What follows belongs to an exercise in optimizing a design on an open flow for small area and a short achievable clock period; a production flow would make more cautious choices. In this exercise RTL edits were held to simulation tests only and were not proved equivalent to the original. Power is estimated from default activity; no workload was simulated.

==> flow/design.v <==
module ram_2port_bist #(
    parameter int DATA_W = 8,
    parameter int ADDR_W = 8,
    parameter int RD_LAT = 1
) (
    input  logic              clk,
    input  logic              rst_n,
    input  logic              start,
    input  logic [1:0]        mode,
    input  logic              err_inj,
    output logic              busy,
    output logic              done,
    output logic              pass,
    output logic [ADDR_W:0]   err_cnt,
    output logic [ADDR_W-1:0] first_err_addr,
    input  logic              wr_en,
    input  logic [ADDR_W-1:0] wr_addr,
    input  logic [DATA_W-1:0] wr_data,
    input  logic [ADDR_W-1:0] rd_addr,
    output logic [DATA_W-1:0] rd_data
);
    localparam int DEPTH = 2 ** ADDR_W;
    typedef enum logic [2:0] {
        S_IDLE,
        S_WRITE,
        S_READ,
        S_FLUSH,
        S_DONE
    } state_t;
    state_t              state;
    state_t              state_nxt;
    logic                busy_q;
    logic                busy_nxt;
    logic [7:0]          addr;
    logic [1:0]          mode_q;
    logic                inj_q;
    logic                accept;
    logic                wren;
    logic                rden;
    logic                addr_last;
    logic                flush_end;
    logic [7:0]          wdata;
    logic [7:0]          exp_now;
    logic [7:0]          mem [DEPTH];
    logic [7:0]          q;
    logic                vld_d;
    logic [7:0]          exp_d;
    logic [7:0]          addr_d;
    logic                mismatch;
    function automatic logic [7:0] pattern(input logic [1:0] m, input logic [7:0] a);
        case (m)
            2'd0:    pattern = a;
            2'd1:    pattern = ~a;
            2'd2:    pattern = a[0] ? 8'haa : 8'h55;
            default: pattern = a[0] ? 8'h00 : 8'hff;
        endcase
    endfunction
    assign addr_last = (addr == 8'hff);
    assign flush_end = (state == S_FLUSH);
    always_comb begin
        state_nxt = state;
        accept    = 1'b0;
        wren      = 1'b0;
        rden      = 1'b0;
        case (state)
            S_IDLE, S_DONE: begin
                if (start) begin
                    accept    = 1'b1;
                    state_nxt = S_WRITE;
                end
            end
            S_WRITE: begin
                wren = 1'b1;
                if (addr_last) begin
                    state_nxt = S_READ;
                end
            end
            S_READ: begin
                rden = 1'b1;
                if (addr_last) begin
                    state_nxt = S_FLUSH;
                end
            end
            S_FLUSH: begin
                state_nxt = S_DONE;
            end
            default: state_nxt = S_IDLE;
        endcase
    end
    assign busy_nxt = (state_nxt == S_WRITE) || (state_nxt == S_READ) || (state_nxt == S_FLUSH);
    assign busy     = busy_q;
    logic [7:0] addr_nxt;
    always_comb begin
        addr_nxt = addr;
        if (accept) begin
            addr_nxt = '0;
        end else if (wren || rden) begin
            addr_nxt = addr + 1'b1;
        end
    end
    logic        idle_q;
    logic [15:0] bhi_n, blo_n;
    logic [15:0] bwlo_n;    
    logic        wren_nxt;
    assign wren_nxt = (state_nxt == S_WRITE);
    always_ff @(posedge clk or negedge rst_n) begin
        if (!rst_n) begin
            state  <= S_IDLE;
            busy_q <= 1'b0;
            idle_q <= 1'b1;
            addr   <= '0;
            mode_q <= '0;
            inj_q  <= 1'b0;
            bhi_n  <= '1;
            blo_n  <= '1;
            bwlo_n <= '1;
        end else begin
            state  <= state_nxt;
            busy_q <= busy_nxt;
            idle_q <= !busy_nxt;
            addr   <= addr_nxt;
            if (accept) begin
                mode_q <= mode;
                inj_q  <= err_inj;
            end
            for (int i = 0; i < 16; i++) begin
                bhi_n[i] <= !(busy_nxt && (addr_nxt[7:4] == 4'(i)));
                blo_n[i] <= !(busy_nxt && (addr_nxt[3:0] == 4'(i)));
                bwlo_n[i] <= !(wren_nxt && (addr_nxt[3:0] == 4'(i)));
            end
        end
    end
    assign exp_now = pattern(mode_q, addr);
    assign wdata   = exp_now ^ {7'b0, inj_q && (addr == 8'h00)};
    logic       mem_we;
    logic [7:0] mem_waddr;
    logic [7:0] mem_wdata;
    assign mem_we    = wr_en || wren;
    assign mem_waddr = wr_en ? wr_addr : addr;
    assign mem_wdata = wr_en ? wr_data : wdata;
    logic [15:0]      whi_n, wlo_n;
    logic [DEPTH-1:0] we;
    logic [3:0]       wp [4];    
    for (genvar k = 0; k < 4; k++) begin : g_wpre
        ram_2port_bist_nor2  u_0 (.a(wr_addr[2*k+1]), .b(wr_addr[2*k]), .y(wp[k][0]));
        ram_2port_bist_andn  u_1 (.a(wr_addr[2*k+1]), .b(wr_addr[2*k]), .y(wp[k][1]));
        ram_2port_bist_andn  u_2 (.a(wr_addr[2*k]), .b(wr_addr[2*k+1]), .y(wp[k][2]));
        ram_2port_bist_and2  u_3 (.a(wr_addr[2*k+1]), .b(wr_addr[2*k]), .y(wp[k][3]));
    end
    for (genvar i = 0; i < 16; i++) begin : g_wdec
        logic hi_p_n, lo_p_n;
        ram_2port_bist_nand3 u_hp (.a(wr_en), .b(wp[3][i/4]), .c(wp[2][i%4]), .y(hi_p_n));
        ram_2port_bist_nand3 u_lp (.a(wr_en), .b(wp[1][i/4]), .c(wp[0][i%4]), .y(lo_p_n));
        ram_2port_bist_o21a  u_h  (.a1(wr_en), .a2(bhi_n[i]),  .b1(hi_p_n), .y(whi_n[i]));
        ram_2port_bist_o21a  u_l  (.a1(wr_en), .a2(bwlo_n[i]), .b1(lo_p_n), .y(wlo_n[i]));
    end
    for (genvar w = 0; w < DEPTH; w++) begin : g_we
        ram_2port_bist_nor2 u_we (.a(whi_n[w/16]), .b(wlo_n[w%16]), .y(we[w]));
    end
    always_ff @(posedge clk) begin
        for (int i = 0; i < DEPTH; i++) begin
            if (we[i]) begin
                mem[i] <= mem_wdata;
            end
        end
    end
    logic [15:0]      hi, lo;
    logic [DEPTH-1:0] rsel_n;
    logic [7:0]       rword;
    logic [3:0]       rp [4];    
    for (genvar k = 0; k < 4; k++) begin : g_rpre
        ram_2port_bist_nor2  u_0 (.a(rd_addr[2*k+1]), .b(rd_addr[2*k]), .y(rp[k][0]));
        ram_2port_bist_andn  u_1 (.a(rd_addr[2*k+1]), .b(rd_addr[2*k]), .y(rp[k][1]));
        ram_2port_bist_andn  u_2 (.a(rd_addr[2*k]), .b(rd_addr[2*k+1]), .y(rp[k][2]));
        ram_2port_bist_and2  u_3 (.a(rd_addr[2*k+1]), .b(rd_addr[2*k]), .y(rp[k][3]));
    end
    for (genvar i = 0; i < 16; i++) begin : g_rdec
        logic hi_p_n, lo_p_n;
        ram_2port_bist_nand3 u_hp (.a(idle_q), .b(rp[3][i/4]), .c(rp[2][i%4]), .y(hi_p_n));
        ram_2port_bist_nand3 u_lp (.a(idle_q), .b(rp[1][i/4]), .c(rp[0][i%4]), .y(lo_p_n));
        ram_2port_bist_nand2 u_h  (.a(hi_p_n), .b(bhi_n[i]), .y(hi[i]));
        ram_2port_bist_nand2 u_l  (.a(lo_p_n), .b(blo_n[i]), .y(lo[i]));
    end
    for (genvar w = 0; w < DEPTH; w++) begin : g_rsel
        ram_2port_bist_nand2 u_sel (.a(hi[w/16]), .b(lo[w%16]), .y(rsel_n[w]));
    end
    for (genvar b = 0; b < 8; b++) begin : g_rbit
        logic [DEPTH-1:0] col;
        for (genvar w = 0; w < DEPTH; w++) begin : g_col
            assign col[w] = mem[w][b];
        end
        ram_2port_bist_sel256 u_sel (.sel_n(rsel_n), .d(col), .y(rword[b]));
    end
    always_ff @(posedge clk) begin
        if (mem_we && (mem_waddr == (idle_q ? rd_addr : addr))) begin
            q <= mem_wdata;
        end else begin
            q <= rword;
        end
    end
    assign rd_data = q;
    always_ff @(posedge clk or negedge rst_n) begin
        if (!rst_n) begin
            vld_d  <= 1'b0;
            exp_d  <= '0;
            addr_d <= '0;
        end else begin
            vld_d  <= rden;
            exp_d  <= exp_now;
            addr_d <= addr;
        end
    end
    assign mismatch = vld_d && (q != exp_d);
    always_ff @(posedge clk or negedge rst_n) begin
        if (!rst_n) begin
            err_cnt        <= '0;
            first_err_addr <= '0;
            done           <= 1'b0;
            pass           <= 1'b0;
        end else begin
            if (accept) begin
                err_cnt        <= '0;
                first_err_addr <= '0;
            end else if (mismatch) begin
                err_cnt <= err_cnt + 1'b1;
                if (err_cnt == '0) begin
                    first_err_addr <= addr_d;
                end
            end
            done <= flush_end;
            if (flush_end) begin
                pass <= (err_cnt == '0) && !mismatch;
            end
        end
    end
endmodule
module ram_2port_bist_sel256 (
    input  logic [255:0] sel_n,
    input  logic [255:0] d,
    output logic         y
);
    logic [127:0] l1;     
    logic [63:0]  l2_n;   
    logic [15:0]  l3;     
    logic [7:0]   l4_n;   
    logic [1:0]   l5;     
    for (genvar k = 0; k < 128; k++) begin : g_l1
        ram_2port_bist_o22ai u (
            .a1(sel_n[2*k]),   .a2(d[2*k]),
            .b1(sel_n[2*k+1]), .b2(d[2*k+1]),
            .y(l1[k]));
    end
    for (genvar k = 0; k < 64; k++) begin : g_l2
        ram_2port_bist_nor2 u (.a(l1[2*k]), .b(l1[2*k+1]), .y(l2_n[k]));
    end
    for (genvar k = 0; k < 16; k++) begin : g_l3
        ram_2port_bist_nand4 u (.a(l2_n[4*k]), .b(l2_n[4*k+1]), .c(l2_n[4*k+2]), .d(l2_n[4*k+3]), .y(l3[k]));
    end
    for (genvar k = 0; k < 8; k++) begin : g_l4
        ram_2port_bist_nor2 u (.a(l3[2*k]), .b(l3[2*k+1]), .y(l4_n[k]));
    end
    for (genvar k = 0; k < 2; k++) begin : g_l5
        ram_2port_bist_nand4 u (.a(l4_n[4*k]), .b(l4_n[4*k+1]), .c(l4_n[4*k+2]), .d(l4_n[4*k+3]), .y(l5[k]));
    end
    ram_2port_bist_nor2 u_l6 (.a(l5[0]), .b(l5[1]), .y(y));
endmodule
module ram_2port_bist_o22ai (
    input  logic a1, a2, b1, b2,
    output logic y
);
    assign y = !((a1 || a2) && (b1 || b2));
endmodule
module ram_2port_bist_nand2 (
    input  logic a, b,
    output logic y
);
    assign y = !(a && b);
endmodule
module ram_2port_bist_nand3 (
    input  logic a, b, c,
    output logic y
);
    assign y = !(a && b && c);
endmodule
module ram_2port_bist_and2 (
    input  logic a, b,
    output logic y
);
    assign y = a && b;
endmodule
module ram_2port_bist_o21a (
    input  logic a1, a2, b1,
    output logic y
);
    assign y = (a1 || a2) && b1;
endmodule
module ram_2port_bist_andn (
    input  logic a, b,
    output logic y
);
    assign y = !a && b;
endmodule
module ram_2port_bist_nand4 (
    input  logic a, b, c, d,
    output logic y
);
    assign y = !(a && b && c && d);
endmodule
module ram_2port_bist_nor2 (
    input  logic a, b,
    output logic y
);
    assign y = !(a || b);
endmodule
export LEC_CHECK = 0
export CAP_MARGIN = 20
export CORE_MARGIN = 2
export CORE_UTILIZATION = 40
export CTS_BUF_LIST = sky130_fd_sc_hd__clkbuf_8
export CTS_CLUSTER_DIAMETER = 50
export CTS_CLUSTER_SIZE = 12
export SETUP_SLACK_MARGIN = 3.6
export SLEW_MARGIN = 20
export SYNTH_HIERARCHICAL = 1
export SYNTH_MINIMUM_KEEP_SIZE = 0
create_clock -name core_clock -period 6.5 [get_ports {clk}]
standard.sh (not shown) runs the stock make flow with config.mk's settings and CLKGATE_MAP_FILE= SYNTH_SCRIPT=/design/flow/synth_recipe.tcl, a recipe that flattens the netlist after the stock synthesis.
==> flow/flow/run.sh <==
#!/bin/bash
# The standard layout, except that the port buffers are made from a plain
# buffer cell (buf_4) rather than the cell buffer_ports picks on its own.
# make's full output goes to flow.log here; each ORFS step also keeps its
# own log under orfs/logs/.
set -euo pipefail
export BUFFER_PORTS_ARGS="-buffer_cell sky130_fd_sc_hd__buf_4"
bash standard.sh finish > flow.log 2>&1
Then changed:
--- a/flow/design.v
+++ b/flow/design.v
@@ -95,44 +95,47 @@
         if (accept) begin
             addr_nxt = '0;
         end else if (wren || rden) begin
             addr_nxt = addr + 1'b1;
         end
     end
-    logic        idle_q;
-    logic [15:0] bhi_n, blo_n;
-    logic [15:0] bwlo_n;    
-    logic        wren_nxt;
-    assign wren_nxt = (state_nxt == S_WRITE);
+    logic idle_q;
     always_ff @(posedge clk or negedge rst_n) begin
         if (!rst_n) begin
             state  <= S_IDLE;
             busy_q <= 1'b0;
             idle_q <= 1'b1;
             addr   <= '0;
             mode_q <= '0;
             inj_q  <= 1'b0;
-            bhi_n  <= '1;
-            blo_n  <= '1;
-            bwlo_n <= '1;
         end else begin
             state  <= state_nxt;
             busy_q <= busy_nxt;
             idle_q <= !busy_nxt;
             addr   <= addr_nxt;
             if (accept) begin
                 mode_q <= mode;
                 inj_q  <= err_inj;
             end
-            for (int i = 0; i < 16; i++) begin
-                bhi_n[i] <= !(busy_nxt && (addr_nxt[7:4] == 4'(i)));
-                blo_n[i] <= !(busy_nxt && (addr_nxt[3:0] == 4'(i)));
-                bwlo_n[i] <= !(wren_nxt && (addr_nxt[3:0] == 4'(i)));
-            end
         end
     end
+    logic [15:0] bhi_n, blo_n, bwlo_n;
+    logic [3:0]  bp [4];    
+    logic        busy_i;
+    assign busy_i = !idle_q;
+    for (genvar k = 0; k < 4; k++) begin : g_bpre
+        ram_2port_bist_nor2  u_0 (.a(addr[2*k+1]), .b(addr[2*k]), .y(bp[k][0]));
+        ram_2port_bist_andn  u_1 (.a(addr[2*k+1]), .b(addr[2*k]), .y(bp[k][1]));
+        ram_2port_bist_andn  u_2 (.a(addr[2*k]), .b(addr[2*k+1]), .y(bp[k][2]));
+        ram_2port_bist_and2  u_3 (.a(addr[2*k+1]), .b(addr[2*k]), .y(bp[k][3]));
+    end
+    for (genvar i = 0; i < 16; i++) begin : g_bdec
+        ram_2port_bist_nand3 u_h  (.a(busy_i), .b(bp[3][i/4]), .c(bp[2][i%4]), .y(bhi_n[i]));
+        ram_2port_bist_nand3 u_l  (.a(busy_i), .b(bp[1][i/4]), .c(bp[0][i%4]), .y(blo_n[i]));
+        ram_2port_bist_nand3 u_wl (.a(wren),   .b(bp[1][i/4]), .c(bp[0][i%4]), .y(bwlo_n[i]));
+    end
     assign exp_now = pattern(mode_q, addr);
     assign wdata   = exp_now ^ {7'b0, inj_q && (addr == 8'h00)};
     logic       mem_we;
     logic [7:0] mem_waddr;
     logic [7:0] mem_wdata;
     assign mem_we    = wr_en || wren;
- fmax falls by about a fifth
- worst setup slack loses 0.52 ns
- area after synthesis falls slightly
- total power falls by roughly a tenth
- clock-buffer cell count falls by 2
- worst hold slack loses 0.067 ns

RTL: the design.v shown in full above, as it stands there.
Settings: LEC_CHECK=0, CAP_MARGIN=20, CORE_MARGIN=2, CORE_UTILIZATION=40, CTS_BUF_LIST=sky130_fd_sc_hd__clkbuf_8, CTS_CLUSTER_DIAMETER=50, CTS_CLUSTER_SIZE=12, SETUP_SLACK_MARGIN=3.6, SLEW_MARGIN=20, SYNTH_HIERARCHICAL=1, SYNTH_MINIMUM_KEEP_SIZE=0; clock period 6.5 ns.
==> flow/flow/run.sh <==
#!/bin/bash
# The standard layout, except that the port buffers are made from a plain
# buffer cell (buf_4) rather than the cell buffer_ports picks on its own,
# and clock tree synthesis adds no dummy loads. make's full output goes to
# flow.log here; each ORFS step also keeps its own log under orfs/logs/.
set -euo pipefail
export BUFFER_PORTS_ARGS="-buffer_cell sky130_fd_sc_hd__buf_4"
export CTS_ARGS="-sink_clustering_enable -repair_clock_nets -sink_clustering_size 12 -sink_clustering_max_diameter 50 -buf_list sky130_fd_sc_hd__clkbuf_8 -dont_use_dummy_load"
bash standard.sh finish > flow.log 2>&1
Edit:
--- a/flow/design.v
+++ b/flow/design.v
@@ -148,12 +148,12 @@
         ram_2port_bist_and2  u_3 (.a(wr_addr[2*k+1]), .b(wr_addr[2*k]), .y(wp[k][3]));
     end
     for (genvar i = 0; i < 16; i++) begin : g_wdec
         logic hi_p_n, lo_p_n;
-        ram_2port_bist_nand3 u_hp (.a(wr_en), .b(wp[3][i/4]), .c(wp[2][i%4]), .y(hi_p_n));
-        ram_2port_bist_nand3 u_lp (.a(wr_en), .b(wp[1][i/4]), .c(wp[0][i%4]), .y(lo_p_n));
-        ram_2port_bist_o21a  u_h  (.a1(wr_en), .a2(bhi_n[i]),  .b1(hi_p_n), .y(whi_n[i]));
-        ram_2port_bist_o21a  u_l  (.a1(wr_en), .a2(bwlo_n[i]), .b1(lo_p_n), .y(wlo_n[i]));
+        ram_2port_bist_nand2 u_hp (.a(wp[3][i/4]), .b(wp[2][i%4]), .y(hi_p_n));
+        ram_2port_bist_nand2 u_lp (.a(wp[1][i/4]), .b(wp[0][i%4]), .y(lo_p_n));
+        ram_2port_bist_mux2  u_h  (.s(wr_en), .a(hi_p_n), .b(bhi_n[i]),  .y(whi_n[i]));
+        ram_2port_bist_mux2  u_l  (.s(wr_en), .a(lo_p_n), .b(bwlo_n[i]), .y(wlo_n[i]));
     end
     for (genvar w = 0; w < DEPTH; w++) begin : g_we
         ram_2port_bist_nor2 u_we (.a(whi_n[w/16]), .b(wlo_n[w%16]), .y(we[w]));
     end
@@ -242,9 +242,10 @@
     logic [127:0] l1;     
     logic [63:0]  l2_n;   
     logic [15:0]  l3;     
     logic [7:0]   l4_n;   
-    logic [1:0]   l5;     
+    logic [3:0]   l5;     
+    logic [1:0]   l6_n;   
     for (genvar k = 0; k < 128; k++) begin : g_l1
         ram_2port_bist_o22ai u (
             .a1(sel_n[2*k]),   .a2(d[2*k]),
             .b1(sel_n[2*k+1]), .b2(d[2*k+1]),
@@ -258,12 +259,15 @@
     end
     for (genvar k = 0; k < 8; k++) begin : g_l4
         ram_2port_bist_nor2 u (.a(l3[2*k]), .b(l3[2*k+1]), .y(l4_n[k]));
     end
-    for (genvar k = 0; k < 2; k++) begin : g_l5
-        ram_2port_bist_nand4 u (.a(l4_n[4*k]), .b(l4_n[4*k+1]), .c(l4_n[4*k+2]), .d(l4_n[4*k+3]), .y(l5[k]));
+    for (genvar k = 0; k < 4; k++) begin : g_l5
+        ram_2port_bist_nand2 u (.a(l4_n[2*k]), .b(l4_n[2*k+1]), .y(l5[k]));
     end
-    ram_2port_bist_nor2 u_l6 (.a(l5[0]), .b(l5[1]), .y(y));
+    for (genvar k = 0; k < 2; k++) begin : g_l6
+        ram_2port_bist_nor2 u (.a(l5[2*k]), .b(l5[2*k+1]), .y(l6_n[k]));
+    end
+    assign y = l6_n[0] && l6_n[1];
 endmodule
 module ram_2port_bist_o22ai (
     input  logic a1, a2, b1, b2,
     output logic y
@@ -287,13 +291,13 @@
     output logic y
 );
     assign y = a && b;
 endmodule
-module ram_2port_bist_o21a (
-    input  logic a1, a2, b1,
+module ram_2port_bist_mux2 (
+    input  logic s, a, b,
     output logic y
 );
-    assign y = (a1 || a2) && b1;
+    assign y = s ? a : b;
 endmodule
 module ram_2port_bist_andn (
     input  logic a, b,
     output logic y
The new run passed the timing, design-rule and antenna checks.
Utilization decreases by 0.61 points.
Sequential power is about the same.
Wire length shrinks by 0.80%.
Via count decreases by 0.90%.
Fmax climbs by 1.2%.
Total power falls by 1.8%.
Cell area falls by 0.50%.
Worst hold slack gets worse by 0.090 ns.

re-timing with driven ports:
The results above use ideal ports. As a check the final layouts listed here were re-extracted and re-timed, cells and wires unchanged.
Step 1 sets driving cells, clkbuf_16 on the clock port and buf_2 on the other inputs (assumed; they add their load-dependent delay and slew).
Step 2 also shifts input and output timing later by t, the mid clock arrival at the registers, as if the neighbouring blocks saw the same clock.
a / b / c = no drivers / after step 1 / after step 2; a / b = the first two.
run | shift t [ns] | setup WS [ns] | worst setup path after step 2 | clock arrival spread, ns
the first run of note 1 | 1.059 | 3.371 / 3.380 / 2.357 | input to register | 0.066 / 0.066
the second run of note 1 | 1.023 | 2.855 / 2.855 / 2.040 | input to register | 0.070 / 0.070
the first run of note 2 | 1.050 | 3.344 / 3.386 / 2.353 | input to register | 0.106 / 0.105
the second run of note 2 | 1.022 | 3.380 / 3.358 / 2.336 | input to register | 0.151 / 0.150
After both steps every run listed still meets setup and hold. The setup slack of the second run of note 2, which loses most, moves by -0.022 ns with the drivers and by -1.044 ns with both steps.
